Source: an optimization exercise on an open RTL-to-GDS flow (aim: small area and a short achievable clock period). Production flows keep margins and buffers that such runs may drop. Function was checked by simulation only, so behaviour that the tests miss may differ from the original. Power and IR drop assume default switching activity.

<file path="design/flow/config.mk">
export PLATFORM = sky130hd
export DESIGN_NAME = udp_bridge_top
export DESIGN_NICKNAME = udp_bridge_top
export VERILOG_FILES = /design/flow/design.v
export SDC_FILE = /design/flow/constraint.sdc
export NUM_CORES = 4
export LEC_CHECK = 0
export CAP_MARGIN = 20
export CORE_MARGIN = 2
export CORE_UTILIZATION = 60
export CTS_CLUSTER_DIAMETER = 60
export CTS_CLUSTER_SIZE = 24
export SETUP_SLACK_MARGIN = 3.75
export SLEW_MARGIN = 20
export TNS_END_PERCENT = 50
</file>
<file path="design/flow/constraint.sdc">
create_clock -name core_clock -period 6.0 [get_ports {i_clk_axi}]
set_input_delay 1.2000 -clock core_clock [delete_from_list [all_inputs] [get_ports {i_clk_axi}]]
set_output_delay 1.2000 -clock core_clock [all_outputs]
set_load 0.01 [all_outputs]
</file>
<file path="design/flow/design.v">
package udp_pkg;
  typedef struct packed {
    logic [15:0] src_port;
    logic [15:0] dst_port;
    logic [15:0] length;
  } udp_hdr_t;
  typedef struct packed {
    logic [8-1:0] data;
    logic                   last;
  } rx_beat_t;
  typedef enum logic [3-1:0] {
    CTRL       = 3'd0,
    SEND_PORTS = 3'd1,
    SEND_LEN   = 3'd2,
    RECV_PORTS = 3'd3,
    RECV_LEN   = 3'd4,
    STATUS     = 3'd5
  } csr_addr_e;
endpackage
`timescale 1ns/1ns
module udp_bridge_top
(
  input  logic                   i_clk_axi,
  input  logic                   i_rst_axi,
  input  logic                   i_csr_wr,
  input  logic                   i_csr_rd,
  input  logic [3-1:0] i_csr_addr,
  input  logic [32-1:0] i_csr_wdata,
  output logic [32-1:0] o_csr_rdata,
  input  logic                   i_out_wr,
  input  logic [8-1:0] i_out_data,
  output logic                   o_out_full,
  input  logic                   i_in_rd,
  output logic [8-1:0] o_in_data,
  output logic                   o_in_last,
  output logic                   o_in_empty,
  output logic                   o_tx_valid,
  output logic [8-1:0] o_tx_data,
  output logic                   o_tx_last,
  input  logic                   i_tx_credit,
  input  logic                   i_rx_valid,
  input  logic [8-1:0] i_rx_data,
  input  logic                   i_rx_last,
  output logic                   o_rx_credit,
  output logic                   o_pkt_sent,
  output logic                   o_pkt_recv
);
  logic [15:0] send_src, send_dst, send_len;
  logic [47:0] recv_q;
  logic        irq_sent, irq_recv;
  logic        recv_seen;
  logic [31:0] rdata_q;
  logic        wr_ctrl, send_req, clear_irq, tx_done, recv_valid;
  logic [31:0] rd_mux;
  logic [4:0]  ocnt, icnt;
  assign wr_ctrl   = i_csr_wr && (i_csr_addr == 3'd0);
  assign send_req  = wr_ctrl && i_csr_wdata[0];
  assign clear_irq = wr_ctrl && i_csr_wdata[1];
  always_ff @(posedge i_clk_axi) begin
    if (i_rst_axi) begin
      send_src <= '0;
      send_dst <= '0;
      send_len <= '0;
    end else if (i_csr_wr) begin
      if (i_csr_addr == 3'd1) begin
        send_src <= i_csr_wdata[15:0];
        send_dst <= i_csr_wdata[31:16];
      end
      if (i_csr_addr == 3'd2) send_len <= i_csr_wdata[15:0];
    end
  end
  always_ff @(posedge i_clk_axi) begin
    if (i_rst_axi) begin
      irq_sent <= 1'b0;
      irq_recv <= 1'b0;
    end else begin
      if (clear_irq) begin
        irq_sent <= 1'b0;
        irq_recv <= 1'b0;
      end
      if (tx_done) irq_sent <= 1'b1;
      if (recv_valid) irq_recv <= 1'b1;
    end
  end
  logic sel1, sel2, sel3, sel4, sel5;
  assign sel1 = !i_rst_axi && (i_csr_addr == 3'd1);
  assign sel2 = !i_rst_axi && (i_csr_addr == 3'd2);
  assign sel3 = !i_rst_axi && (i_csr_addr == 3'd3) && recv_seen;
  assign sel4 = !i_rst_axi && (i_csr_addr == 3'd4) && recv_seen;
  assign sel5 = !i_rst_axi && (i_csr_addr == 3'd5);
  assign rd_mux = ({32{sel1}} & {send_dst, send_src})
                | ({32{sel2}} & {16'h0000, send_len})
                | ({32{sel3}} & {recv_q[31:16], recv_q[47:32]})
                | ({32{sel4}} & {16'h0000, recv_q[15:0]})
                | ({32{sel5}} & {11'h000, ocnt, 3'b000, icnt, 6'b0, irq_sent, irq_recv});
  always_ff @(posedge i_clk_axi) begin
    if (i_rst_axi) rdata_q <= '0;
    else if (i_csr_rd) rdata_q <= rd_mux;
  end
  localparam logic [1:0] S_IDLE = 2'd0, S_PEND = 2'd1, S_HDR = 2'd2, S_PAY = 2'd3;
  logic [1:0]  st;
  logic [2:0]  idx;
  logic [7:0]  h_srclo;
  logic [15:0] h_dst, h_len;
  logic [2:0]  cred;
  logic        tx_valid_q, tx_last_q, hd_valid;
  logic [7:0]  tx_data_q;
  logic [7:0]  omem [16];
  logic [3:0]  owr, ord;
  logic        beat, in_hdr, in_pay, pay_pop, ring_ne, need_head;
  logic        hd_valid_n, cred_nz_n;
  logic [1:0]  st_n;
  logic [15:0] len8;
  logic [7:0]  hbyte;
  assign beat    = tx_valid_q;
  assign in_hdr  = (st == S_HDR);
  assign in_pay  = (st == S_PAY);
  assign pay_pop = beat && in_pay;
  assign tx_done = beat && tx_last_q;
  assign ring_ne = (ocnt != {4'b0, hd_valid});
  assign need_head = (in_pay && (!hd_valid || beat)) || (in_hdr && beat && (idx == 3'd7));
  assign hd_valid_n = need_head ? (ring_ne || i_out_wr) : hd_valid;
  assign cred_nz_n = i_tx_credit || (cred > 3'd1) || ((cred == 3'd1) && !beat);
  assign len8    = h_len + 16'd8;
  logic [4:0]  ocnt_wr, ocnt_nowr;
  logic        oring_wsel;
  assign ocnt_nowr  = pay_pop ? ocnt - 5'd1 : ocnt;
  assign ocnt_wr    = pay_pop ? ocnt : ocnt + 5'd1;
  assign oring_wsel = !(need_head && !ring_ne);
  always_comb begin
    case (idx)
      3'd0:    hbyte = h_srclo;
      3'd1:    hbyte = h_dst[15:8];
      3'd2:    hbyte = h_dst[7:0];
      3'd3:    hbyte = len8[15:8];
      3'd4:    hbyte = len8[7:0];
      default: hbyte = 8'h00;
    endcase
  end
  always_comb begin
    st_n = st;
    case (st)
      S_IDLE: if (send_req) st_n = S_PEND;
      S_PEND: st_n = S_HDR;
      S_HDR:  if (beat && idx == 3'd7) st_n = tx_last_q ? S_IDLE : S_PAY;
      S_PAY:  if (beat && tx_last_q) st_n = S_IDLE;
      default: st_n = S_IDLE;
    endcase
  end
  always_ff @(posedge i_clk_axi) begin
    if (i_rst_axi) begin
      st         <= S_IDLE;
      idx        <= '0;
      cred       <= 3'(4);
      tx_valid_q <= 1'b0;
      hd_valid   <= 1'b0;
      ocnt       <= '0;
      owr        <= '0;
      ord        <= '0;
    end else begin
      st         <= st_n;
      cred       <= cred - 3'(beat) + 3'(i_tx_credit);
      tx_valid_q <= ((st_n == S_HDR) || ((st_n == S_PAY) && hd_valid_n)) && cred_nz_n;
      hd_valid   <= hd_valid_n;
      ocnt       <= i_out_wr ? ocnt_wr : ocnt_nowr;
      if (st == S_PEND) idx <= '0;
      else if (in_hdr && beat) idx <= idx + 3'd1;
      if (i_out_wr && oring_wsel) owr <= owr + 4'd1;
      if (need_head && ring_ne) ord <= ord + 4'd1;
    end
  end
  for (genvar k = 0; k < 16; k++) begin : g_omem
    logic osel;
    assign osel = oring_wsel && (owr == 4'(k));
    always_ff @(posedge i_clk_axi) begin
      if (i_out_wr && osel) omem[k] <= i_out_data;
    end
  end
  always_ff @(posedge i_clk_axi) begin
    if (st == S_PEND) begin
      h_srclo <= send_src[7:0];
      h_dst   <= send_dst;
      h_len   <= send_len;
    end else if (pay_pop) begin
      h_len   <= h_len - 16'd1;
    end
  end
  always_ff @(posedge i_clk_axi) begin
    if (i_rst_axi) begin
      tx_data_q <= '0;
      tx_last_q <= 1'b0;
    end else if (st == S_PEND) begin
      tx_data_q <= send_src[15:8];
      tx_last_q <= 1'b0;
    end else if (in_hdr && beat && idx != 3'd7) begin
      tx_data_q <= hbyte;
      tx_last_q <= (idx == 3'd6) && (h_len == 16'd0);
    end else if (need_head) begin
      tx_data_q <= ring_ne ? omem[ord] : i_out_data;
      tx_last_q <= pay_pop ? (h_len == 16'd2) : (h_len == 16'd1);
    end
  end
  logic [2:0]  hcnt;
  logic        pay_ph;
  logic [47:0] hsh;
  logic [3:0]  owed;
  logic        rxc_q;
  logic [8:0]  imem [15];
  logic [3:0]  iwr, ird;
  logic [8:0]  ihead;
  logic        iempty;
  logic        hdr_take, ipush, ipop, head_w, ring_w, ring_r, icnt1;
  assign hdr_take   = i_rx_valid && !pay_ph;
  assign ipush      = i_rx_valid && pay_ph;
  assign recv_valid = ipush && i_rx_last;
  assign ipop       = i_in_rd;
  assign icnt1      = (icnt == 5'd1);
  assign head_w     = ipush && (iempty || (ipop && icnt1));
  assign ring_w     = i_rx_valid && iring_wsel && !(ipop && icnt1);
  assign ring_r     = ipop && !icnt1;
  logic        iring_wsel;
  logic [4:0]  icnt_inc, icnt_dec;
  logic [3:0]  owed_dec, owed_inc;
  assign iring_wsel = pay_ph && !iempty;
  assign icnt_inc   = icnt + 5'd1;
  assign icnt_dec   = icnt - 5'd1;
  assign owed_dec   = (owed == 4'd0) ? 4'd0 : owed - 4'd1;
  assign owed_inc   = owed + 4'd1;
  always_ff @(posedge i_clk_axi) begin
    if (i_rst_axi) begin
      hcnt      <= '0;
      pay_ph    <= 1'b0;
      recv_seen <= 1'b0;
    end else begin
      if (hdr_take) begin
        hcnt <= hcnt + 3'd1;
        if (hcnt == 3'd7) pay_ph <= 1'b1;
      end else if (recv_valid) begin
        pay_ph <= 1'b0;
      end
      if (recv_valid) recv_seen <= 1'b1;
    end
  end
  always_ff @(posedge i_clk_axi) begin
    if (recv_valid) recv_q <= hsh;
  end
  always_ff @(posedge i_clk_axi) begin
    if (hdr_take && (hcnt < 3'd6)) hsh <= {hsh[39:0], i_rx_data};
  end
  always_ff @(posedge i_clk_axi) begin
    if (i_rst_axi) begin
      icnt   <= '0;
      iempty <= 1'b1;
      iwr    <= '0;
      ird    <= '0;
    end else begin
      icnt   <= (ipush && !ipop) ? icnt_inc : (ipop && !ipush) ? icnt_dec : icnt;
      iempty <= !ipush && (iempty || (icnt1 && ipop));
      if (ring_w) iwr <= (iwr == 4'd14) ? 4'd0 : iwr + 4'd1;
      if (ring_r) ird <= (ird == 4'd14) ? 4'd0 : ird + 4'd1;
    end
  end
  for (genvar k = 0; k < 15; k++) begin : g_imem
    logic isel;
    assign isel = iring_wsel && (iwr == 4'(k));
    always_ff @(posedge i_clk_axi) begin
      if (i_rx_valid && isel && !(ipop && icnt1)) imem[k] <= {i_rx_data, i_rx_last};
    end
  end
  always_ff @(posedge i_clk_axi) begin
    if (i_rst_axi) ihead <= '0;
    else if (ring_r) ihead <= imem[ird];
    else if (head_w) ihead <= {i_rx_data, i_rx_last};
  end
  always_ff @(posedge i_clk_axi) begin
    if (i_rst_axi) begin
      rxc_q <= 1'b0;
      owed  <= '0;
    end else begin
      rxc_q <= (owed != 4'd0) || hdr_take || ipop;
      owed  <= (hdr_take && ipop) ? owed_inc : (hdr_take || ipop) ? owed : owed_dec;
    end
  end
  assign o_csr_rdata = rdata_q;
  assign o_out_full  = ocnt[4];
  assign o_in_data   = ihead[8:1];
  assign o_in_last   = ihead[0];
  assign o_in_empty  = iempty;
  assign o_tx_valid  = tx_valid_q;
  assign o_tx_data   = tx_data_q;
  assign o_tx_last   = tx_last_q;
  assign o_rx_credit = rxc_q;
  assign o_pkt_sent  = irq_sent;
  assign o_pkt_recv  = irq_recv;
endmodule
</file>
<file path="design/flow/run.sh">
#!/bin/bash
# synth_recipe.tcl (not shown) runs the flow's synth.tcl, then flattens the netlist and writes it again
# the make line also repeats each setting of config.mk as NAME=value (left out here)
make -C /OpenROAD-flow-scripts/flow DESIGN_CONFIG=/design/flow/config.mk WORK_HOME=/design/flow/orfs CLKGATE_MAP_FILE= SYNTH_SCRIPT=/design/flow/synth_recipe.tcl finish
</file>
==> summary.txt, run 1 <==
Status
The flow ran to the end and the layout has no timing, DRC or antenna violations.

Cells and area
From synthesis to final layout, the design area changed by 19.73%. Summing all flip-flop and latch instances after layout gives 15010 µm². Once layout is complete, the utilization of the core stands at between 70 and 80%. The number of nets in the finished design is 2004.

Of the cells placed in the final design, the portion with a size suffix greater than 1 is 21.54%. The layout has 2443 filler cells. The area of the multi-input gates is ~7400 µm².

After routing the design area is 26590 µm².

Clock tree
The clock tree synthesis step divided the H-tree into 2 levels. The clock root buffer is clkbuf_16. The total clock buffers created by CTS is 38. The maximum clock insertion buffer count is 3. TritonCTS built the clock tree. After clock tree synthesis, the clock-pin slew on the worst setup and hold paths is ~0.090 ns.

The worst-skew pair later-pin latency is 0.55 ns. The number of sinks handled by clock tree synthesis is 546. The number of hold buffers added after CTS was 0.

Global routing
The number of global-route vias before repair is 14.32k. The total global-route track usage is 29.78%. The first global-routing pass estimated 87140 µm of wire.

The initial antenna violation count is 1. Entering global routing, the biggest net connects 78 pins. Summed over all layers, the global routing overflow is 0.

Power and ir drop
In this run switching power makes up 23.88% of total power. The power share of the combinational group is 6.8%. The sequential share of power is 56.3%. For this design the static power due to leakage is 8.859 nW. Across the VDD grid, the largest voltage drop is 0.2627 mV.

The sum of internal, switching and leakage power is ~7.4 mW. Power spread over the standard cell area amounts to 279.8 nW/µm². The switching power is 1.777 mW. The cell-internal power is approximately 5.7 mW.

The clock network fraction of total power is 37.0%.

Timing
Measured against its own limit, the worst slew margin works out to a little under a third. The slew at the pin with the worst max-slew slack is around 1.0 ns. For this run, the top clock speed supported by timing is about 440 MHz. For the finished layout, the period the worst path requires is 2.262 ns. In the final timing run, aggregate negative setup slack is 0 ns. The final setup violation count is 0. The final count of pins violating max slew is 0. The final setup skew is 0.01483 ns.

The number of endpoints with negative hold slack in the final report was 0. Dividing the final minimum period by the clock period gives roughly 38%. Setup repair after global routing could not meet its margin everywhere.

The worst hold slack is 0.4135 ns.

Yosys
Ranked by instance count, the synthesized netlist is headed by edfxtp_1, nand2_1, dfxtp_1, nor2_1, a21oi_1. The number of nets in the synthesized netlist is 1857. The count of unique library cells instantiated by Yosys is 75. The most used flip-flop cell after synthesis is edfxtp_1. The number of enable-type register cells in the synthesized netlist is 399.

edfxtp_1 takes more of the synthesized area than any other cell. After synthesis, the largest area contributor takes up 53.95% of total cell area. The most used standard cell by instance count after synthesis is edfxtp_1. The sequential cell area fraction in the yosys report is 67.20%. For this run, the number of Yosys warnings is 3. The fraction of registers with async set or reset after synthesis is 0%.

In the post-synthesis netlist, the biggest area contributors are edfxtp_1, dfxtp_1, nand2_1. The average instance area after synthesis is 12.63 µm². The gate count of the mapped netlist is 1759. In this run, synthesis produced a sequential element count of between 500 and 600. The cell area after synthesis is roughly 22000 µm².

Route
The total iterations of the first detailed-routing run is 7. The average wire length per cell after detail routing is 24.18 µm. The detailed router placed 15.27k vias in this run. The final wirelength is 58160 µm. In the routed layout, each cell is associated on average with a via count of 6.348. The number of design rule violations left after detail routing is 0. The residual antenna-violating net count after detailed routing is 0. The detailed router finished its first iteration with approximately 1.8k violations.

Worst setup path
Traced cell by cell, the critical path runs through inv_4, ha_4, buf_12, a222oi_1, mux4_2, and3_4, nor3_2, a221o_1. Of all nets on the critical path, the largest fanout is 5. STA classifies the critical path startpoint as a register. The cell with the largest stage delay on the worst path is a222oi_1. The required time at the endpoint of the critical path is 6.42 ns.

The number of buffer and inverter instances along the worst setup path is 2. Broken down by cell family, the worst path's largest delay share belongs to compound AO/OA/AOI/OAI gates. The path type of the worst setup path is reg -> reg. For this run, the slowest stage of the critical path takes 0.51 ns. The data arrival time of the critical path is 2.68 ns.

The critical path endpoint category is a register.

Placed design
The sum of net half-perimeters after detailed placement is 36010 µm. The congestion estimate from routability-driven global placement came to between 0.8 and 0.9. Buffers placed on the I/O ports in this run total 115. Summing all placed instances gives a cell area of 23890 µm².

Worst hold path
The kind of path behind the tightest hold check is reg -> reg.

Flow run
Across the run, the number of max-cap violations was 0.

Die
The floorplan die height is a little under 200 µm. The number of primary I/O pins is 116. The full die area is 38570 µm².

The area of the core is 36520 µm². The starting density of the core is 60.81%. The die width is 196.4 µm. The cell row count is 70.
==> worst register-to-register path, stage by stage (launching register included) <==
cell	delay [ns]
dfxtp_4	0.40
inv_4	0.06
ha_4	0.18
buf_12	0.15
a222oi_1	0.51
mux4_2	0.36
and3_4	0.19
nor3_2	0.04
a221o_1	0.25
==> state kept, by name, indices dropped and copies added, names as in the netlist, 5 cells and up <==
name and flops:
h_dst 16, h_len 16, h_srclo 8, hsh 48
icnt 5, ihead 9, imem 135, ocnt 5
omem 128, rdata_q 32, recv_q 48, send_dst 16
send_len 16, send_src 16, tx_data_q 8
==> cells by family after synthesis <==
logic type	Yosys count	share of synthesized area [%]
DFF	546	67.20
AOI/OAI and AO/OA	424	13.18
xor gates and xnor gates	39	1.538
buffers and inverters	144	2.608
muxes	52	2.659
adders and majority gates	38	2.208
and+or+nand+nor	516	10.61
==> power groups by stage <==
stage | clock network, mW | registers (mW) | logic (mW)
6_report | 2.75 | 4.19 | 0.505
5_1_grt | 2.91 | 4.20 | 0.547
4_1_cts | 2.78 | 4.18 | 0.484
3_5_place_dp | 0 | 4.27 | 0.452
3_3_place_gp | 0 | 4.27 | 0.443
2_1_floorplan | 0 | 4.25 | 0.250
==> stage by stage <==
stage,std cells,setup WS [ns]
after floorplan,1759,3.239
after global placement,2250,2.366
after detailed placement,2250,2.261
after CTS,2377,3.578
after global routing,2405,3.685
final,2405,3.738
==> layer usage <==
metal,part of all wire [%],track usage (%),vias up,wire [µm]
met2,47,46.48,726,27080
met4,2.9,9.091,0,1704
met3,8.5,4.671,107,4964
met1,42,43.62,7466,24410
met5,0,0,-,0
li1,-,-,6968,-
==> cell usage in the layout (no fill, tap or decap), types with 41 or more instances in the layout <==
| master | instances |
|---|---|
| mux2i_1 | 41 |
| dfxtp_1 | 95 |
| buf_4 | 77 |
| a21oi_1 | 106 |
| clkbuf_16 | 44 |
| dfxtp_2 | 44 |
| edfxtp_1 | 399 |
| nand3_1 | 46 |
| a22oi_1 | 71 |
| o21ai_0 | 48 |
| nor2_1 | 114 |
| nand2_1 | 185 |
==> layout make-up <==
cell class,count,area share (%)
Antenna cell,1,0.009410
Clock buffer,43,3.924
Clock inverter,27,1.092
Inverter,29,0.4564
Multi-Input combinational cell,1071,27.96
Sequential cell,546,56.44
Tap cell,468,2.202
Timing Repair Buffer,220,7.919
==> timing repair <==
item                                    in CTS  in global routing
setup buffers                               54                 24
pin swaps                                   32                 17
resized for setup                          284                176
endpoints found under the setup margin     579                305
cloned                                       3                  3
==> final timing paths <==
kind                            start                        end  slack (ns)  cells past startpoint
setup / recovery  ord[0]$_SDFFE_PP0P_  tx_data_q[0]$_SDFFE_PP0P_        3.74                      8
hold / removal      hsh[43]$_DFFE_PP_       recv_q[43]$_DFFE_PP_        0.41                      0
setup reg to reg  ord[0]$_SDFFE_PP0P_  tx_data_q[0]$_SDFFE_PP0P_        3.74                      8
hold reg to reg     hsh[43]$_DFFE_PP_       recv_q[43]$_DFFE_PP_        0.41                      0
==> inputs of run 2 (changes only) <==
==> design/flow/flow/run.sh (new file) <==
#!/bin/bash
# Own flow: the standard layout (standard.sh) with two changes: the port buffers start
# as buf_2 instead of the resizer's default pick, and clock tree synthesis adds no dummy
# loads. The whole make output goes to standard.log; ORFS keeps each step's log under orfs/logs.
set -uo pipefail
bash standard.sh \
  "BUFFER_PORTS_ARGS=-buffer_cell sky130_fd_sc_hd__buf_2" \
  "CTS_ARGS=-sink_clustering_enable -repair_clock_nets -sink_clustering_size 24 -sink_clustering_max_diameter 60 -dont_use_dummy_load" \
  finish > standard.log 2>&1
==> design/flow/standard.sh (new file) <==
#!/bin/bash
# synth_recipe.tcl (not shown) runs the flow's synth.tcl, then flattens the netlist and writes it again
# the make line also repeats each setting of config.mk as NAME=value (left out here)
make -C /OpenROAD-flow-scripts/flow DESIGN_CONFIG=/design/flow/config.mk WORK_HOME=/design/flow/orfs CLKGATE_MAP_FILE= SYNTH_SCRIPT=/design/flow/synth_recipe.tcl "${@:-finish}"
--- a/design/flow/config.mk
+++ b/design/flow/config.mk
@@ -8,8 +8,5 @@
 export CAP_MARGIN = 20
 export CORE_MARGIN = 2
 export CORE_UTILIZATION = 60
-export CTS_CLUSTER_DIAMETER = 60
-export CTS_CLUSTER_SIZE = 24
-export SETUP_SLACK_MARGIN = 3.75
+export SETUP_SLACK_MARGIN = 3.6
 export SLEW_MARGIN = 20
-export TNS_END_PERCENT = 50
removed: design/flow/run.sh
==> summary.txt, run 2 <==
Yosys
After Yosys synthesis, XOR and XNOR cells account for 1.538% of the synthesized area. The number of enable-type register cells in the synthesized netlist is 399. After synthesis, the largest family of logic cells by area is compound AO/OA/AOI/OAI gates. After synthesis, the largest area contributor takes up roughly 54% of total cell area. In this run, distinct cell masters in the synthesized netlist total 75. edfxtp_1 takes more of the synthesized area than any other cell. The cell area that synthesis handed to floorplanning was ~22000 µm². The gate count of the mapped netlist is about 1.8k. The post-synthesis simple-gate area fraction is 10.61%. The portion of synthesized area spent on multiplexers is 2.659%. The fraction of registers with async set or reset after synthesis is 0%. Sequential cells were found to cover about 67% of the synthesized design area.

The number of warnings issued by yosys is 3. The synthesized netlist devotes 2.208% of its cell area to adder and majority cells. The number of nets in the synthesized netlist is 1857.

The number of storage elements in the synthesis netlist is between 500 and 600. By area the synthesized netlist is led by edfxtp_1, dfxtp_1, nand2_1. The most used standard cell by instance count after synthesis is edfxtp_1. The average instance area after synthesis is 12.63 µm². The share of the synthesized area in compound gates (AO/OA/AOI/OAI) is 13.18%. The most used flip-flop cell after synthesis is edfxtp_1. After synthesis, the most frequently instantiated cells are edfxtp_1, nand2_1, dfxtp_1, nor2_1, a21oi_1.

Timing
Setup repair after global routing could not meet its margin everywhere. The worst hold slack is between 0.4 and 0.5 ns. The remaining max-slew budget at the tightest pin is 28.26%. The worst path meets setup with 3.668 ns of slack. For the finished layout, the period the worst path requires is 2.332 ns. The number of endpoints with negative hold slack in the final report is 0.

The share of the clock period used by the worst path is about 39%. Setup violations remaining at the end of the flow were counted as 0. The final count of pins violating max slew was 0. The slew at the pin with the worst max-slew slack is 1.076 ns. Timing would allow up to 428.9 MHz.

The final setup skew is 0.03577 ns. The setup TNS is 0 ns.

Clock tree
The tree built by TritonCTS fans out to between 500 and 600 sinks. The level count of the clock H-tree is 2. The clock passes through at most 3 buffers. The clock root buffer is clkbuf_16. The clock tree from TritonCTS is built. Clock-pin slew was measured on the worst setup and hold paths at 0.08 ns. The total clock buffers created by CTS is 38. The number of hold buffers added after cts is 0. At the later pin of the worst-skew pair, clock insertion delay measures 0.55 ns.

Placed design
OpenSTA, run right after detailed placement, puts the worst setup slack at 2.896 ns. The sum of net half-perimeters after detailed placement is 36600 µm. Once placement finished, the instance area stood at around 23000 µm². The count of buffers inserted at the top-level ports is 115.

The number of cells after detailed placement is roughly 2.2k. At the end of routability-driven placement, the weighted congestion stood at around 0.94.

Cells and area
The post-layout utilization of the core is 68.79%. Relative to the synthesized area, the layout overhead comes to 13.13%. Across the whole layout, storage elements account for about 15000 µm².

The number of flip-flops under the largest register name is 135. The post-route cell area is 25130 µm². Counting the fill cells in the layout gives 2626. The largest register by flop count is imem.

The post-route netlist has between 10% and 20% of its cells at a drive strength greater than 1. The library cell used most frequently in the layout, excluding fill and tap cells, is edfxtp_1. Summing all multi-input logic gate instances after layout gives 7198 µm². In the layout the commonest cells are edfxtp_1, nand2_1, dfxtp_1, nor2_1, buf_2. In the final layout, the registers with the most flip-flops are imem: 135 flops, omem: 128 flops. The number of nets in the finished design is 1956.

Leaving out filler cells and counting taps, the final layout contains between 2k and 2.5k.

Global routing
The met3 routing resource usage after global routing is roughly 3.9%. The met1 global-route usage is 42.29%. The initial antenna violation count is 0. In this run the most used layer during global routing was met2.

Global routing finished with a remaining overflow of 0. The total global-route track usage is between 20 and 30%. The first global-routing pass estimated between 80000 and 90000 µm of wire.

The number of global-route vias before repair is 13.93k. Entering global routing, the biggest net connects 65 pins. In the global route stage, met2 resource usage came out at 45.90%.

Die
From left edge to right edge, the die measures 196.4 µm. The full die area is 38570 µm². The area of the core is 36520 µm².

The cell row count is 70. Measured along the y axis, the die boundary spans 196.4 µm. The starting density of the core is between 60 and 70%.

For this design the top-level I/O count stands at 116.

Route
The DRC violation total after the first TritonRoute iteration is 1633. The residual antenna-violating net count after detailed routing is 0. The via count is 15.03k. After detailed routing, the number of remaining DRC violations is 0. In the routed layout, each cell is associated on average with a via count of 6.466.

Dividing the detail-routed wire length by the instance count gives 24.32 µm. The final wirelength is 56530 µm. The first TritonRoute pass finished after 6 iterations.

Worst setup path
Counting both buffers and inverters, the worst setup path holds a total of 1. On the worst path, the slowest cell contributes a delay of 0.41 ns. The path type of the worst setup path is reg -> out. The cell class contributing the biggest share of worst-path delay is flip-flops. STA classifies the critical path endpoint as a primary output. The biggest fanout along the worst timing path is 2. STA classifies the critical path startpoint as a register.

The slowest stage of the critical path is the dfxtp_1 cell. Walking the worst path, the cells encountered are buf_2. The required time at the endpoint of the critical path is 4.80 ns. The data arrival time of the critical path is roughly 1.1 ns.

Power and ir drop
VDD sags by at most around 0.28 mV. The sum of internal, switching and leakage power is 6.920 mW. In this run the power spent charging and discharging nets is 1.514 mW. Per report_power, the clock group accounts for 33.0% of the total. Combinational cells account for between 6 and 7% of the total power. The cell-internal power is 5.406 mW. In this run the power density over the cells is 275.4 nW/µm².

The total leakage power is between 8 and 9 nW. The sequential share of power is 60.5%. The switching share of power is 21.88%.

Flow run
The number of max-cap violations is 0.

Status
The run finished with no timing, DRC or antenna violations.

Worst hold path
The min-delay analysis places its worst path in the category reg -> reg.
## run 2: layer usage
metal	part of all wire [%]	wire length [µm]	vias to the layer above
met2	47	26450	694
met3	8.4	4733	102
met4	2.7	1533	0
li1	-	-	6829
met1	42	23820	7408
met5	0	0	-
## run 2: area by class of cell
type / count / area share, %
diodes: 1 / 0.009960
inverters: 29 / 0.4880
well taps: 468 / 2.331
multi-input cells: 1069 / 28.65
clock buffers: 38 / 3.785
repair buffers: 174 / 5.249
flip-flops and latches: 546 / 59.49
## run 2: timing repair
item	4_1_cts	5_1_grt
setup endpoints to repair	316	280
pin swaps	21	13
gates resized for setup	45	36
setup buffers	27	13
cloned	0	0
## run 2: power groups by stage
| stage | registers, mW | clock network, mW | logic [mW] |
|---|---|---|---|
| detailed placement | 4.27 | 0 | 0.410 |
| finish | 4.19 | 2.29 | 0.445 |
| CTS | 4.19 | 2.32 | 0.430 |
| global route | 4.20 | 2.44 | 0.484 |
| floorplan | 4.25 | 0 | 0.252 |
| global placement | 4.27 | 0 | 0.400 |
## run 2: final timing paths
path / slack [ns] / endpoint / cells after the start / start
max: 3.67 / o_in_data[2] / 1 / ihead[3]$_SDFFE_PP0P_
min: 0.42 / recv_q[40]$_DFFE_PP_ / 0 / hsh[40]$_DFFE_PP_
max reg2reg: 3.67 / omem[2][5]$_DFFE_PP_ / 9 / idx[0]$_SDFFE_PP0N_
min reg2reg: 0.42 / recv_q[40]$_DFFE_PP_ / 0 / hsh[40]$_DFFE_PP_
## run 2: kinds of logic (layout without fill, tap and decap cells)
family          Yosys count  after routing
fa+ha+maj                38             38
flops                   546            546
mux                      52             52
other cells               0              1
xor+xnor                 39             39
buf+inv                 144            241
compound gates          424            424
simple gates            516            516
==> inputs of run 3 (changes only) <==
--- a/design/flow/config.mk
+++ b/design/flow/config.mk
@@ -8,5 +8,6 @@
 export CAP_MARGIN = 20
 export CORE_MARGIN = 2
 export CORE_UTILIZATION = 60
-export SETUP_SLACK_MARGIN = 3.6
+export SETUP_SLACK_MARGIN = 3.75
 export SLEW_MARGIN = 20
+export TNS_END_PERCENT = 50
==> summary.txt, run 3 <==
Status
The flow ran to the end and the layout has no timing, DRC or antenna violations.

Cells and area
Of the cells placed in the final design, the portion with a size suffix greater than 1 is 20.36%. The largest registers in the layout are imem: 135 flops, omem: 128 flops. The post-route cell area is roughly 26000 µm².

The finished layout holds 2355 standard cells, fillers aside. The layout-stage area growth over the synthesis result is 15.77%. After filler insertion, the fill cell instance count of the layout stands at approximately 2.6k. Leaving out fill and tap cells, the most frequent cells in the layout are edfxtp_1, nand2_1, dfxtp_1, nor2_1, a21oi_1.

The largest register by flop count is imem. The post-layout utilization of the core is between 70% and 80%. Leaving out fill and tap cells, the most frequent cell in the layout is edfxtp_1. The number of nets in the finished design is 1986.

The number of flip-flops under the largest register name is 135.

Worst hold path
For hold timing, the worst endpoint is recv_q[40]$_DFFE_PP_. The number of cells on the worst hold path is 0. The start point of the worst hold path is hsh[40]$_DFFE_PP_.

The tightest min-delay check is of the reg -> reg type.

Clock tree
The number of hold buffers added after cts is 0. The worst-skew pair later-pin latency is ~0.57 ns. The clock tree from TritonCTS is built.

The level count of the clock H-tree is 2. Clock-pin slew was measured on the worst setup and hold paths at around 0.070 ns. The maximum clock insertion buffer count is 3. The total clock buffers created by CTS is 36. CTS saw 546 sinks. CTS placed an instance of clkbuf_16 at the clock tree root.

Worst setup path
The data arrival time of the critical path is roughly 2.6 ns. The cell class contributing the biggest share of worst-path delay is simple AND/OR/NAND/NOR gates. STA classifies the critical path startpoint as an input pin. The required time at the endpoint of the critical path is 6.26 ns. The launching point of the worst reg2reg path is icnt[1]$_SDFFE_PP0P_.

For the worst flop-to-flop path, the logic depth is 10. The cell with the largest stage delay on the worst path is or3_4. The largest stage delay on the critical path is between 0.4 and 0.5 ns.

The worst register-to-register path ends at imem[3][8]$_DFFE_PP_. The biggest fanout along the worst timing path is 9. The cell with the most instances on the worst path is buf_4. Walking the worst path, the cells encountered are buf_4, a21oi_4, nand2_4, or3_4, buf_4, nor2_4, buf_12. Counting both buffers and inverters, the worst setup path holds a total of 3. The path type of the worst setup path is in -> reg. The setup check on the worst reg-to-reg path leaves a slack of 3.69 ns. STA classifies the critical path endpoint as a register.

Die
Pin placement for this block handled 116 I/O pins. The floorplan step defined a die boundary enclosing between 30000 and 40000 µm². The floorplan step defined a core boundary enclosing 36520 µm². In this run the vertical extent of the chip is 196.4 µm.

The floorplan has 70 rows. The starting density of the core is 60.81%. The die width is 196.4 µm.

Timing
The post-route minimum period is 2.313 ns. The tightest hold path in the finished design has a slack of around 0.42 ns. The setup TNS is 0 ns.

The share of the clock period used by the worst path is 38.55%. Setup repair after global routing could not meet its margin everywhere. The slew at the pin with the worst max-slew slack is 1.044 ns. The number of endpoints with negative hold slack in the final report was 0. Setup violations remaining at the end of the flow were counted as 0.

The final count of pins violating max slew is 0. The maximum achievable frequency is 432.4 MHz. Between clock sinks in the finished design, the worst skew comes to 0.05178 ns. The remaining max-slew budget at the tightest pin is 30.42%. Once routing completed, OpenROAD measured the worst setup slack at 3.687 ns.

Global routing
The first global-routing pass estimated 84500 µm of wire. Entering global routing, the biggest net connects 89 pins. The number of global-route vias before repair is 13.98k.

The total grt overflow is 0. The total global-route track usage is 29.18%. The initial antenna violation count is 0.

Yosys
The commonest cells after synthesis are edfxtp_1, nand2_1, dfxtp_1, nor2_1, a21oi_1. The number of enable-type register cells in the synthesized netlist is 399. The cell taking the most area after synthesis is edfxtp_1. The number of nets in the synthesized netlist is 1857. In the synthesized netlist the dominant register cell turns out to be edfxtp_1.

The number of storage elements in the synthesis netlist is between 500 and 600. In the synthesized netlist the async set-or-reset flop fraction comes to 0%. Synthesis produced a netlist whose cell count is around 1.8k. The cell area that synthesis handed to floorplanning was 22210 µm².

After synthesis, the largest area contributor takes up between 50% and 60% of total cell area. The average instance area after synthesis is 12.63 µm². In the post-synthesis netlist, the biggest area contributors are edfxtp_1, dfxtp_1, nand2_1. The most used standard cell by instance count after synthesis is edfxtp_1. The number of warnings issued by yosys is 3.

Summing the sequential cell areas from Yosys gives about two thirds of the chip area. Yosys mapped the design onto 75 distinct sky130hd cell types.

Flow run
The number of max-cap violations is 0.

Placed design
The count of buffers inserted at the top-level ports is ~120. After detailed placement, the total cell area comes to between 20000 and 25000 µm². The worst-case setup slack after placement is around 2.6 ns. The final RePlAce weighted congestion is 0.9419. The number of cells after detailed placement is between 2k and 2.5k. Detailed placement finished with a half-perimeter wire length of 36580 µm.

Route
The number of design rule violations left after detail routing is 0. The routed via count divided by cell count is approximately 6.4. The final wirelength is about 58000 µm. The routed layout has 15.14k vias. The average wire length per cell after detail routing is 24.53 µm. The DRC violation total after the first TritonRoute iteration is 1514.

The total iterations of the first detailed-routing run is 7. The residual antenna-violating net count after detailed routing is 0.

Power and ir drop
The highest ir drop seen on vdd is between 0.2 and 0.25 mV. The completed layout was analyzed and its total power is slightly below 7 mW. The total leakage power is 8.498 nW.

Dividing total power by cell area gives a power density of 267.5 nW/µm².
==> run 3: kinds of logic (layout without fill, tap and decap cells) <==
group           after synthesis  after routing  share of synthesized area (%)
flops                       546            546                          67.20
simple gates                516            518                          10.61
compound gates              424            424                          13.18
buf+inv                     144            269                          2.608
mux                          52             52                          2.659
xor+xnor                     39             39                          1.538
fa+ha+maj                    38             38                          2.208
other cells                   0              1                              0
==> run 3: how the worst max path moves through the flow <==
| stage | from | to | slack (ns) | cells past startpoint |
|---|---|---|---|---|
| 3_3_place_gp | i_rst_axi | rdata_q[8]$_SDFFE_PP0P_ | 2.53 | 4 |
| 3_5_place_dp | i_rst_axi | tx_data_q[0]$_SDFFE_PP0P_ | 2.57 | 4 |
| 6_report | i_in_rd | imem[3][8]$_DFFE_PP_ | 3.69 | 7 |
| 5_1_grt | icnt[1]$_SDFFE_PP0P_ | imem[4][8]$_DFFE_PP_ | 3.62 | 11 |
| 2_1_floorplan | i_rx_valid | hsh[0]$_DFFE_PP_ | 3.24 | 3 |
| 4_1_cts | ihead[3]$_SDFFE_PP0P_ | o_in_data[2] | 3.56 | 1 |
==> run 3: layout make-up <==
type                    instances  area [µm²]  area share [%]
flip-flops and latches        546       14990           58.29
multi-input cells            1071        7383           28.71
well taps                     468       585.6           2.277
repair buffers                204        1739           6.764
inverters                      29       113.9          0.4428
diodes                          1       2.502        0.009732
clock buffers                  36       900.9           3.503
==> run 3: timing repair <==
action / in CTS / in global routing
cloned: 1 / 4
setup endpoints to repair: 450 / 279
gates resized for setup: 104 / 81
pin swaps: 19 / 23
setup buffers: 23 / 45
==> run 3: routing by layer <==
metal  vias to the layer above  part of all wire, %  GRT usage, %
met5                         -                    0             0
met4                         0                  2.7         9.091
met3                        93                  8.1         4.073
met2                       676                   47         45.55
met1                      7484                   42         43.00
li1                       6882                    -             -
==> run 3: worst reg2reg max path, cell delays in order (launching register included) <==
cell and delay [ns]:
dfxtp_4 0.37, inv_4 0.04, ha_4 0.14, nor4b_4 0.12, buf_4 0.17, a21oi_4 0.21
nand2_4 0.09, or3_4 0.42, buf_4 0.18, nor2_4 0.13, buf_12 0.15
==> run 3: where the power goes <==
| part | switching [mW] | internal, mW | leakage [nW] |
|---|---|---|---|
| sequential | 0.0712 | 4.12 | 4.89 |
| clock | 1.14 | 1.07 | 0.444 |
| combinational | 0.294 | 0.186 | 3.17 |
| total | 1.51 | 5.37 | 8.50 |
==> inputs of run 4 (changes only) <==
==> design/flow/config.mk (replaced) <==
export PLATFORM = sky130hd
export DESIGN_NAME = udp_bridge_top
export DESIGN_NICKNAME = udp_bridge_top
export VERILOG_FILES = /design/flow/design.v
export SDC_FILE = /design/flow/constraint.sdc
export NUM_CORES = 4
export LEC_CHECK = 0
export CAP_MARGIN = 10
export CORE_MARGIN = 2
export CORE_UTILIZATION = 60
export SETUP_SLACK_MARGIN = 3.6
export SLEW_MARGIN = 10
==> summary.txt, run 4 <==
Yosys
The fraction of post-synthesis cell area in the top cell type by area is between 50% and 60%. During synthesis, Yosys emitted a total of 3 warnings. Yosys attributes the largest share of cell area to edfxtp_1, dfxtp_1, nand2_1. The most used flip-flop cell after synthesis is edfxtp_1. Counting flops and latches in the post-synthesis netlist gives 546. Summing the sequential cell areas from Yosys gives 67.20% of the chip area. Of the total synthesized cell area, the portion taken by full adders, half adders and majority gates is under 10%. The number of nets handed over by synthesis was 1857. The synthesized netlist devotes 10.61% of its cell area to simple gates.

The synthesized netlist devotes between 10% and 20% of its cell area to compound gates. A synthesized cell averages 12.63 µm². By area, the combinational part of the netlist is dominated by compound AO/OA/AOI/OAI gates. The cell taking the most area after synthesis is edfxtp_1.

The most used standard cell by instance count after synthesis is edfxtp_1. The gate count of the mapped netlist is ~1.8k. The synthesized netlist occupies a cell area of 22210 µm². For this run, asynchronously set or reset flops after synthesis account for 0%. The commonest cells after synthesis are edfxtp_1, nand2_1, dfxtp_1, nor2_1, a21oi_1. The count of unique library cells instantiated by Yosys is 75.

The portion of netlist area occupied by mux cells is 2.659%. The post-synthesis share of cell area spent on xor and xnor gates is between 1.5 and 2%. The synthesized design contains between 300 and 400 enable-type register cells.

Global routing
The total grt overflow is 0. The pin count of the biggest net entering global routing is 65. The first global-routing pass estimated 84440 µm of wire. The total global-route track usage is 28.92%.

The initial antenna violation count came to 0. The number of global-route vias before repair came to 13.93k.

Route
The detailed-routing wirelength on met1 is 23820 µm. In this run the remaining antenna-violating nets after routing total 0. The wire length on met2 is 26450 µm. For this block, the via count after detailed routing is 15.03k. After detailed routing, the number of vias per cell comes to 6.466.

The average wire length per cell after detail routing is about 24 µm. The total iterations of the first detailed-routing run is 6. For this run, design rule violations remaining after detail routing come to 0. In this run the top signal layer used is met4. After detailed routing, the met3 layer carries 4733 µm of wire. The DRC violation total after the first TritonRoute iteration is 1633. After detailed routing, the total wire length is 56530 µm.

Worst setup path
Traced cell by cell, the critical path runs through buf_2. The startpoint identified for the worst register-to-register timing path is idx[0]$_SDFFE_PP0N_. The data arrival time of the critical path is 1.13 ns. The path type of the worst setup path is reg -> out.

The number of buffers and inverters on the critical path is 1. STA classifies the critical path startpoint as a register. The cell class contributing the biggest share of worst-path delay is flip-flops. The most critical setup path has its startpoint at ihead[3]$_SDFFE_PP0P_. For this run, the slowest stage of the critical path takes 0.41 ns. The required time at the endpoint of the critical path is approximately 4.8 ns. The critical path endpoint category is a primary output.

The biggest fanout along the worst timing path is 2. The cell with the largest stage delay on the worst path is dfxtp_1.

Cells and area
The number of nets in the finished design is 1956. The post-route netlist has 17.03% of its cells at a drive strength greater than 1. The register with the most flip-flops in the layout has 135 of them.

The top cell types in the final layout, fill and taps aside, are edfxtp_1, nand2_1, dfxtp_1, nor2_1, buf_2. imem holds more flip-flops than any other register. The fill cell total of the finished layout is 2626. Once layout is complete, the cells apart from fillers number 2325.

The largest registers in the layout are imem: 135 flops, omem: 128 flops. The area taken by flip-flops and latches is 14950 µm². The area of the multi-input gates is 7198 µm². The layout-stage area growth over the synthesis result is 13.13%. Summing all non-filler instances in the final layout gives an area of between 20000 and 30000 µm².

The library cell used most frequently in the layout, excluding fill and tap cells, is edfxtp_1.

Placed design
Detailed placement finished with a half-perimeter wire length of 36600 µm. The final RePlAce weighted congestion is 0.9419. The post-place instance area is approximately 23000 µm². The number of cells after detailed placement is 2246. In this run the tool buffered the top-level ports with 115 buffer cells.

Timing
Setup repair after global routing could not meet its margin everywhere. The setup TNS is 0 ns. The post-route minimum period is between 2 and 2.5 ns. Dividing the final minimum period by the clock period gives 38.86%. On the final layout, the worst hold slack is 0.4196 ns. The final setup violation count is 0.

Timing would allow up to 428.9 MHz. The final setup skew is 0.03577 ns. The number of endpoints with negative hold slack in the final report is 0. The final count of pins violating max slew is 0.

The remaining max-slew budget at the tightest pin is 28.26%. The slew at the pin with the worst max-slew slack is 1.076 ns.

Die
The area of the core is 36520 µm². Pin placement for this block handled 116 I/O pins. The die is ~200 µm tall. The full die area is 38570 µm². Once the floorplan was initialized, standard cells occupied 60.81% of the core. The die width is 196.4 µm. The cell row count is 70.

Clock tree
The clock tree synthesis step divided the H-tree into 2 levels. The clock drives 546 sinks. The number of clock buffers added by TritonCTS is 38. The clock transition at the registers of the reported paths is 0.08 ns.

TritonCTS built the clock tree. The clock root buffer is clkbuf_16. The clock passes through at most 3 buffers. The worst-skew pair later-pin latency is 0.55 ns.

Power and ir drop
The analysis attributes to cell leakage a power of 8.280 nW. The worst-case IR drop observed on VDD is 0.2768 mV. The sum of internal, switching and leakage power is 6.920 mW. The power per cell area is 275.4 nW/µm².

Flow run
Max-cap violations in this run came to 0.

Worst hold path
The kind of path behind the tightest hold check is reg -> reg. The startpoint identified for the worst hold timing path is hsh[40]$_DFFE_PP_.

Status
The run finished with no timing, DRC or antenna violations.
run 4: cells by family after synthesis:
logic type	Yosys count
AO/OA/AOI/OAI	424
XOR/XNOR	39
adder cells (fa/ha/maj)	38
buffers and inverters	144
flip-flops	546
multiplexers	52
AND/OR/NAND/NOR	516
run 4: metal layers:
| metal | track usage [%] | up-vias |
|---|---|---|
| met5 | 0 | - |
| met4 | 8.418 | 0 |
| met3 | 3.850 | 102 |
| met2 | 45.90 | 694 |
| met1 | 42.29 | 7408 |
| li1 | - | 6829 |
run 4: what timing repair did:
action | in CTS | in global routing
setup buffers | 27 | 13
setup endpoints to repair | 316 | 280
hold buffers | 0 | 0
pin swaps | 21 | 13
gates resized for setup | 45 | 36
run 4: cell type report:
class                           instances  area share [%]
Sequential cell                       546           59.49
Multi-Input combinational cell       1069           28.65
Timing Repair Buffer                  174           5.249
Clock buffer                           38           3.785
Tap cell                              468           2.331
Inverter                               29          0.4880
Antenna cell                            1        0.009960
run 4: path summary, 6_finish.rpt:
| path | endpoint | slack, ns | cells after the start |
|---|---|---|---|
| max | o_in_data[2] | 3.67 | 1 |
| min | recv_q[40]$_DFFE_PP_ | 0.42 | 0 |
| max reg2reg | omem[2][5]$_DFFE_PP_ | 3.67 | 9 |
| min reg2reg | recv_q[40]$_DFFE_PP_ | 0.42 | 0 |
run 4: per-stage QoR:
step,utilization (%),worst slack (ns)
finish,68.79,3.668
global route,68.79,3.576
CTS,67.99,3.440
detailed placement,63.83,2.896
global placement,63.83,2.948
floorplan,-,3.239
run 4: where the power goes:
| part | switching [mW] | internal, mW | total (mW) |
|---|---|---|---|
| Sequential | 0.0692 | 4.12 | 4.19 |
| Combinational | 0.281 | 0.164 | 0.445 |
| Clock | 1.16 | 1.12 | 2.29 |
==> inputs of run 5 (changes only) <==
--- a/design/flow/design.v
+++ b/design/flow/design.v
@@ -83,11 +83,11 @@
     end
   end
   logic sel1, sel2, sel3, sel4, sel5;
-  assign sel1 = !i_rst_axi && (i_csr_addr == 3'd1);
-  assign sel2 = !i_rst_axi && (i_csr_addr == 3'd2);
-  assign sel3 = !i_rst_axi && (i_csr_addr == 3'd3) && recv_seen;
-  assign sel4 = !i_rst_axi && (i_csr_addr == 3'd4) && recv_seen;
-  assign sel5 = !i_rst_axi && (i_csr_addr == 3'd5);
+  assign sel1 = (i_csr_addr == 3'd1);
+  assign sel2 = (i_csr_addr == 3'd2);
+  assign sel3 = (i_csr_addr == 3'd3) && recv_seen;
+  assign sel4 = (i_csr_addr == 3'd4) && recv_seen;
+  assign sel5 = (i_csr_addr == 3'd5);
   assign rd_mux = ({32{sel1}} & {send_dst, send_src})
                 | ({32{sel2}} & {16'h0000, send_len})
                 | ({32{sel3}} & {recv_q[31:16], recv_q[47:32]})
==> design/flow/config.mk (replaced) <==
export PLATFORM = sky130hd
export DESIGN_NAME = udp_bridge_top
export DESIGN_NICKNAME = udp_bridge_top
export VERILOG_FILES = /design/flow/design.v
export SDC_FILE = /design/flow/constraint.sdc
export NUM_CORES = 4
export LEC_CHECK = 0
export CAP_MARGIN = 20
export CORE_MARGIN = 2
export CORE_UTILIZATION = 70
export SETUP_SLACK_MARGIN = 3.6
export SLEW_MARGIN = 20
==> summary.txt, run 5 <==
Clock tree
The worst-skew pair later-pin latency is 0.55 ns. The cell sitting at the root of the clock tree is a clkbuf_16. The number of hold buffers added after cts is 0.

The total clock buffers created by CTS is 36. TritonCTS built the clock tree. Clock-pin slew was measured on the worst setup and hold paths at ~0.09 ns. The H-tree generated during clock tree synthesis spans 2 levels. The maximum clock insertion buffer count is 3.

Clock tree synthesis found a total of 546 sinks.

Worst setup path
By startpoint and endpoint, the worst setup path is classified as in -> reg. The signal on the critical path passes through buf_4, clkinvlp_4, a31oi_4, nand2_4, buf_4, nor2_4, buf_4. In this run the critical register-to-register path is launched from idx[0]$_SDFFE_PP0N_. The required time at the endpoint of the critical path is 6.26 ns.

Along the worst path, the maximum fanout reaches 7. The critical path endpoint category is a register. The launch point of the critical path is i_out_wr. The kind of start point of the critical path is an input pin. On the critical path, the stage with the largest delay is an instance of a31oi_4. By instance count, the cell type seen most on the critical path is buf_4.

The data arrival time of the critical path is 2.66 ns. The largest single stage delay on the critical path is approximately 0.47 ns.

Power and ir drop
The share of total power dissipated in the clock network is between 30 and 40%. The sequential share of power is between 60 and 70%. For this design the ratio of total power to cell area is 271.2 nW/µm². The power share of the combinational group is about 6.7%. The switching power is 1.521 mW. The cell-internal power is 5.351 mW. The switching share of power is 22.14%. In this run the static leakage power is 8.478 nW. After layout, the design draws a total of roughly 6.9 mW. The highest ir drop seen on vdd is 0.3386 mV.

Flow run
Across the run, the number of max-cap violations was 0.

Route
The wire length on met2 is 28370 µm. The via count is 15.79k. For this block, the routed nets add up to 58750 µm of wire.

After detailed routing, the average wire length per cell comes to approximately 26 µm. The routed via count divided by cell count is a little under 7. The detailed-routing wirelength on met1 is 22420 µm. The uppermost layer routed is met4.

The total iterations of the first detailed-routing run is 6. The residual antenna-violating net count after detailed routing is 0. The number of design rule violations left after detail routing is 0. For this block, the initial DRC count from the detailed router was 2382. Summed over all nets, wire length on met3 after detailed routing comes to ~6000 µm.

Timing
The clock arrives with 0.06042 ns of skew. At the pin with the least slew margin, the transition time is 1.043 ns. The number of endpoints with negative hold slack in the final report is 0. The maximum achievable frequency is 416.2 MHz. The setup TNS is 0 ns. The post-route minimum period is 2.403 ns. The final count of pins violating max slew is 0. The remaining max-slew budget at the tightest pin is 30.44%. Setup repair after global routing could not meet its margin everywhere. Setup violations remaining at the end of the flow were counted as 0. The share of the clock period used by the worst path is about two fifths.

Die
The floorplan step defined a die boundary enclosing 33200 µm². After floorplanning, the core was divided into 65 placement rows. Once the floorplan was initialized, standard cells occupied 70.81% of the core. The die is 182.2 µm wide.

The area of the core is 31390 µm². The floorplan die height is 182.2 µm. The number of primary I/O pins is 116.

Yosys
The most used standard cell by instance count after synthesis is edfxtp_1. The gate count of the mapped netlist is 1789. The number of enable-type register cells in the synthesized netlist is about 400. A synthesized cell averages 12.43 µm².

The sequential cell area fraction in the yosys report is about two thirds. Yosys printed 3 warnings. Ranked by instance count, the synthesized netlist is headed by edfxtp_1, nand2_1, dfxtp_1, nor2_1, a21oi_1. Ranked by total cell area, the synthesized netlist is headed by edfxtp_1, dfxtp_1, nand2_1. The most used flip-flop cell after synthesis is edfxtp_1. Counting flops with an async set or reset pin after synthesis yields a share of 0%. The number of nets handed over by synthesis was 1887. The cell area that synthesis handed to floorplanning was 22230 µm². The fraction of post-synthesis cell area in the top cell type by area is 53.90%. The number of storage elements in the synthesis netlist is 546. The synthesized design spends more area on one cell type than any other, namely edfxtp_1. The count of unique library cells instantiated by Yosys is 76.

Cells and area
0 antenna diodes ended up in the layout. In the layout the commonest cells are edfxtp_1, nand2_1, dfxtp_1, a21oi_1, nor2_1. At the end of the flow, the number of nets in the layout was 1998. The number of flip-flops under the largest register name is 135. The largest registers in the layout are imem: 135 flops, omem: 128 flops. The ratio of cells with drive above 1 in the final layout is 18.70%.

Leaving out fill and tap cells, the most frequent cell in the layout is edfxtp_1. The layout-stage area growth over the synthesis result is 14.00%. The largest register by flop count is imem.

Status
The flow ran to the end and the layout has no timing, DRC or antenna violations.

Global routing
Entering global routing, the biggest net connects 90 pins. The initial antenna violation count came to 0. The first global-routing pass estimated 86780 µm of wire. The total grt overflow is 0.

The number of global-route vias before repair is 14.79k. Global routing used 34.40% of the available tracks.

Worst hold path
In this run the most critical hold path is launched from hsh[40]$_DFFE_PP_. The kind of path behind the tightest hold check is reg -> reg.

Placed design
The sum of net half-perimeters after detailed placement is between 30000 and 40000 µm. The count of buffers inserted at the top-level ports is about 120. The final RePlAce weighted congestion is 0.9228.
[run 5: area by class of cell]
| type | instances | area, µm² |
|---|---|---|
| Multi-Input combinational cell | 1084 | 7281 |
| Tap cell | 402 | 503.0 |
| Sequential cell | 546 | 14940 |
| Timing Repair Buffer | 193 | 1560 |
| Inverter | 39 | 157.7 |
| Fill cell | 1764 | 6051 |
| Clock buffer | 36 | 900.9 |
[run 5: final timing paths]
check,end,slack [ns],cells after the start
worst min register to register,recv_q[40]$_DFFE_PP_,0.41,0
worst max register to register,omem[6][6]$_DFFE_PP_,3.60,8
worst min-delay path,recv_q[40]$_DFFE_PP_,0.41,0
worst max-delay path,omem[6][6]$_DFFE_PP_,3.60,7
[run 5: critical path: cells and delay by family]
kind                   cells  cell delay, ns
buffers and inverters      4            0.68
AOI/OAI and AO/OA          1            0.47
and+or+nand+nor            2            0.29
[run 5: through the flow]
step / cells / hold WS, ns / setup WS (ns) / cell area, µm² / utilization [%]
finish: 2300 / 0.4116 / 3.597 / 25340 / 80.73
global route: 2300 / 0.4325 / 3.539 / 25340 / 80.73
CTS: 2271 / 0.4163 / 3.405 / 24730 / 78.79
detailed placement: 2206 / 0.4045 / 2.606 / 23300 / 74.23
global placement: 2206 / 0.4016 / 2.695 / 23300 / 74.23
floorplan: 1789 / 0.4003 / 3.239 / 22570 / -
[run 5: cells by family (layout without fill, tap and decap cells)]
group / after synthesis / after routing / synth area share [%]
buffers and inverters: 159 / 268 / 2.876
flip-flops: 546 / 546 / 67.14
adder cells (fa/ha/maj): 38 / 38 / 2.206
AO/OA/AOI/OAI: 473 / 473 / 14.30
multiplexers: 41 / 41 / 1.964
XOR/XNOR: 40 / 40 / 1.576
AND/OR/NAND/NOR: 492 / 492 / 9.940
[run 5: power groups by stage]
stage	Clock [mW]	Combinational [mW]	Sequential, mW
after floorplan	0	0.253	4.25
after CTS	2.21	0.431	4.19
after global routing	2.36	0.498	4.20
after detailed placement	0	0.411	4.27
after global placement	0	0.398	4.27
final	2.22	0.461	4.19
[run 5: layer usage]
metal	vias up	global-route usage (%)
li1	6944	-
met5	-	0
met1	7719	48.46
met2	988	55.54
met4	0	11.45
met3	141	5.668
[run 5: timing repair]
action                     in CTS  in global routing
setup endpoints to repair     364                326
setup buffers                  29                 29
gates resized for setup        38                 61
pin swaps                      22                 28
==> inputs of run 6 (changes only) <==
--- a/design/flow/config.mk
+++ b/design/flow/config.mk
@@ -7,6 +7,6 @@
 export LEC_CHECK = 0
 export CAP_MARGIN = 20
 export CORE_MARGIN = 2
-export CORE_UTILIZATION = 70
+export CORE_UTILIZATION = 60
 export SETUP_SLACK_MARGIN = 3.6
 export SLEW_MARGIN = 20
==> summary.txt, run 6 <==
Cells and area
The number of nets in the finished design is 1987. The post-layout utilization of the core is 69.27%. Leaving out fill and tap cells, the most frequent cells in the layout are edfxtp_1, nand2_1, dfxtp_1, a21oi_1, nor2_1. In the final layout, the share of cells above drive strength 1 is 18.44%. The fill cell total of the finished layout is 2660. The largest registers in the layout are imem: 135 flops, omem: 128 flops. The layout-stage area growth over the synthesis result is 13.82%.

The total inserted antenna cells is 0. The most frequent standard cell in the layout excluding fill and tap cells is edfxtp_1. The register with the most flip-flops in the layout has 135 of them. The largest register by flop count is imem.

Power and ir drop
The power per cell area is 273.2 nW/µm². Of the total power, registers draw 60.6%. The switching share of power is 22.22%.

The clock network is responsible for 32.8% of the overall power. After layout, the design draws a total of 6.913 mW. The total leakage power is between 8 and 9 nW. IR analysis of the VDD net gives a maximum drop of about 0.22 mV. Per report_power, the combinational group accounts for 6.5% of the total. Internal power comes to 5.377 mW.

The switching power is 1.536 mW.

Yosys
The arithmetic-cell share of the synthesized area counting full adders, half adders and majority gates is under 10%. In the post-synthesis netlist, the biggest area contributors are edfxtp_1, dfxtp_1, nand2_1. After synthesis, the largest area contributor takes up 53.90% of total cell area. Yosys printed 3 warnings. Averaged over all synthesized cells, the footprint is 12.43 µm². Counting flops with a built-in enable in the synthesized netlist gives 399. The gate count of the mapped netlist is 1789. The synthesized netlist occupies a cell area of 22230 µm². In the synthesized netlist the dominant register cell turns out to be edfxtp_1.

By area, the combinational part of the netlist is dominated by compound AO/OA/AOI/OAI gates. The commonest cells after synthesis are edfxtp_1, nand2_1, dfxtp_1, nor2_1, a21oi_1. edfxtp_1 takes more of the synthesized area than any other cell. The share of the synthesized area in compound gates (AO/OA/AOI/OAI) is 14.30%. The portion of netlist area occupied by mux cells is between 1.5 and 2%.

Summing the areas of all xor and xnor instances in the mapped netlist gives 1.576% of the synthesized area. The number of nets in the synthesized netlist is 1887. edfxtp_1 is the most common cell in the netlist. The sequential cell area fraction in the yosys report is 67.14%.

Synthesis inferred about 550 register bits. The count of unique library cells instantiated by Yosys is 76. The post-synthesis simple-gate area fraction is 9.940%. In the synthesized netlist the async set-or-reset flop fraction comes to 0%.

Placed design
Routability-driven placement finished with a final weighted congestion of roughly 0.9. The worst-case setup slack after placement is approximately 2.6 ns. Buffers placed on the I/O ports in this run total between 100 and 150. The sum of net half-perimeters after detailed placement is 37400 µm.

Route
The number of design rule violations left after detail routing is 0. Wires add up to 57750 µm. After the first detailed-routing iteration, the DRC count stood at 1805. In the routed layout, each cell is associated on average with a via count of roughly 6.4.

In this run the remaining antenna-violating nets after routing total 0. For this block, the via count after detailed routing is about 15k. The total iterations of the first detailed-routing run is 6. In the final routed layout, each cell accounts on average for 24.52 µm.

Clock tree
In this run the number of H-tree levels came out at 2. The number of sinks handled by clock tree synthesis is ~550. Clock-pin slew was measured on the worst setup and hold paths at 0.06 ns. The clock root buffer is clkbuf_16.

The clock tree from TritonCTS is built. The maximum clock insertion buffer count is 3. The worst-skew pair later-pin latency is 0.57 ns.

The total clock buffers created by CTS is 37.

Worst setup path
For this run, the slowest stage of the critical path takes 0.35 ns. The number of cells on the worst reg-to-reg path is 8. The required time at the endpoint of the critical path is 6.26 ns. Along the worst path, the maximum fanout reaches 6. The path type of the worst setup path is reg -> reg.

In this design, the largest share of critical-path delay is due to compound AO/OA/AOI/OAI gates. Traced cell by cell, the critical path runs through ha_1, ha_2, a22o_2, a31oi_4, buf_6, nand2_4, nor3_4, buf_4. The critical path endpoint category is a register. For this design, the slowest cell found on the critical path is dfxtp_1. Data arrives at the worst endpoint at 2.64 ns. Together, buffers and inverters on the worst path number 2. The reg-to-reg critical path endpoint is omem[2][7]$_DFFE_PP_. The launching point of the worst reg2reg path is idx[0]$_SDFFE_PP0N_. The register-to-register path setup slack is 3.63 ns.

The kind of start point of the critical path is a register.

Global routing
The number of global-route vias before repair is 14.26k. The first global-routing pass estimated 85930 µm of wire. The met1 global-route usage is 42.97%. The initial antenna violation count is 1. The total global-route track usage is 29.69%. For met3 alone, demand over resource in global routing was under 10%. The met2 usage is 46.52%. The total overflow left after global routing is 0. Entering global routing, the biggest net connects 77 pins. The most used routing layer is met2.

Die
The area of the core is 36520 µm². During I/O placement, the number of pins put on the boundary was 116. The cell row count is 70. The floorplan step defined a die boundary enclosing 38600 µm².

For this configuration, the core starts out at a cell density of about three fifths. In this run the vertical extent of the chip is about 200 µm. The die width is 196.5 µm.

Timing
The final setup violation count is 0. The setup TNS is 0 ns. The number of endpoints with negative hold slack in the final report was 0. Static timing analysis puts the maximum clock frequency at 421.6 MHz. Setup repair after global routing left no endpoint under its margin. The setup slack after layout is 3.628 ns.

The worst hold slack is 0.4212 ns. For the final database, setup skew stands at between 0.04 and 0.05 ns. Measured against its own limit, the worst slew margin works out to 27.59%.

The final count of pins violating max slew is 0. The post-route minimum period is 2.372 ns. The worst path uses about 40% of the clock period. The slew at the pin with the worst max-slew slack is 1.086 ns.

Flow run
The number of max-cap violations is 0.

Status
The flow ran to the end and the layout has no timing, DRC or antenna violations.

Worst hold path
The worst hold path passes through 0 cells. The startpoint identified for the worst hold timing path is hsh[46]$_DFFE_PP_. In this run the worst hold path is classified as reg -> reg. The path with the worst hold slack has its endpoint at recv_q[46]$_DFFE_PP_.
run 6: worst max path at each step:
stage,startpoint,cells past startpoint,endpoint,slack (ns)
after detailed placement,i_rx_valid,4,hsh[14]$_DFFE_PP_,2.64
final,idx[0]$_SDFFE_PP0N_,8,omem[2][7]$_DFFE_PP_,3.63
after CTS,idx[0]$_SDFFE_PP0N_,6,omem[15][0]$_DFFE_PP_,3.42
after floorplan,i_rx_valid,3,hsh[0]$_DFFE_PP_,3.24
after global routing,idx[0]$_SDFFE_PP0N_,9,omem[8][4]$_DFFE_PP_,3.57
after global placement,i_rx_valid,4,hsh[14]$_DFFE_PP_,2.71
run 6: worst reg2reg max path, cell delays in order (launching register included):
cell and delay, ns:
dfxtp_1 0.35, ha_1 0.25, ha_2 0.21, a22o_2 0.28
a31oi_4 0.35, buf_6 0.18, nand2_4 0.10, nor3_4 0.22
buf_4 0.16
run 6: power by group through the flow:
stage          clock, mW  combinational, mW  sequential (mW)
6_report            2.27              0.452             4.19
5_1_grt             2.41              0.491             4.20
4_1_cts             2.30              0.431             4.19
3_5_place_dp           0              0.415             4.27
3_3_place_gp           0              0.407             4.27
2_1_floorplan          0              0.253             4.25
run 6: area by class of cell:
cell class | instances | area (µm²) | area share, %
Sequential cell | 546 | 14940 | 59.05
Inverter | 39 | 151.4 | 0.5984
Timing Repair Buffer | 180 | 1403 | 5.544
Clock buffer | 37 | 925.9 | 3.660
Tap cell | 468 | 585.6 | 2.314
Multi-Input combinational cell | 1085 | 7296 | 28.84
run 6: kinds of logic (layout without fill, tap and decap cells):
logic type | Yosys count | after routing
flops | 546 | 546
simple gates | 492 | 492
compound gates | 473 | 474
buf+inv | 159 | 256
mux | 41 | 41
xor+xnor | 40 | 40
fa+ha+maj | 38 | 38
run 6: per-stage QoR:
stage                     std cells  cell area (µm²)
after global placement         2274            23400
after CTS                      2345            24910
after floorplan                1789            22570
after detailed placement       2274            23400
after global routing           2355            25300
final                          2355            25300
run 6: what timing repair did:
item | 4_1_cts | 5_1_grt
hold buffers | 0 | 0
buffers inserted | 33 | 10
gates resized for setup | 34 | 63
cloned | 1 | 0
pin swaps | 20 | 12
endpoints found under the setup margin | 349 | 278
run 6: metal layers:
| layer | routed length [µm] | vias up |
|---|---|---|
| met2 | 27060 | 651 |
| li1 | - | 6919 |
| met5 | 8 | - |
| met3 | 4300 | 113 |
| met4 | 1834 | 2 |
| met1 | 24550 | 7489 |

==> re-timing with driven ports <==
Ports are ideal in the flow. The routed layouts listed here were re-timed in OpenROAD.
Step 1 assumes that a clkbuf_16 drives the clock port and a buf_2 every other input.
Step 2 also shifts input and output timing later by t, the mid clock arrival at the registers, as if the neighbouring blocks saw the same clock.
Slacks: ideal / step 1 / step 2; pairs: ideal / step 1.
run	shift t [ns]	setup slack, ns	clock arrival spread, ns	cell pins on the clock port's net
run 1	0.591	3.738 / 3.705 / 3.249	0.017 / 0.017	1
run 2	0.591	3.668 / 3.615 / 3.108	0.046 / 0.045	1
run 3	0.603	3.687 / 3.630 / 3.120	0.060 / 0.061	1
run 4	0.591	3.668 / 3.615 / 3.108	0.046 / 0.045	1
run 5	0.573	3.597 / 3.575 / 3.048	0.061 / 0.061	1
run 6	0.604	3.628 / 3.586 / 3.085	0.047 / 0.048	1
After both steps setup and hold are still met in every run listed. The setup slack of run 3, which loses most, moves by -0.057 ns with the drivers and by -0.567 ns with both steps.
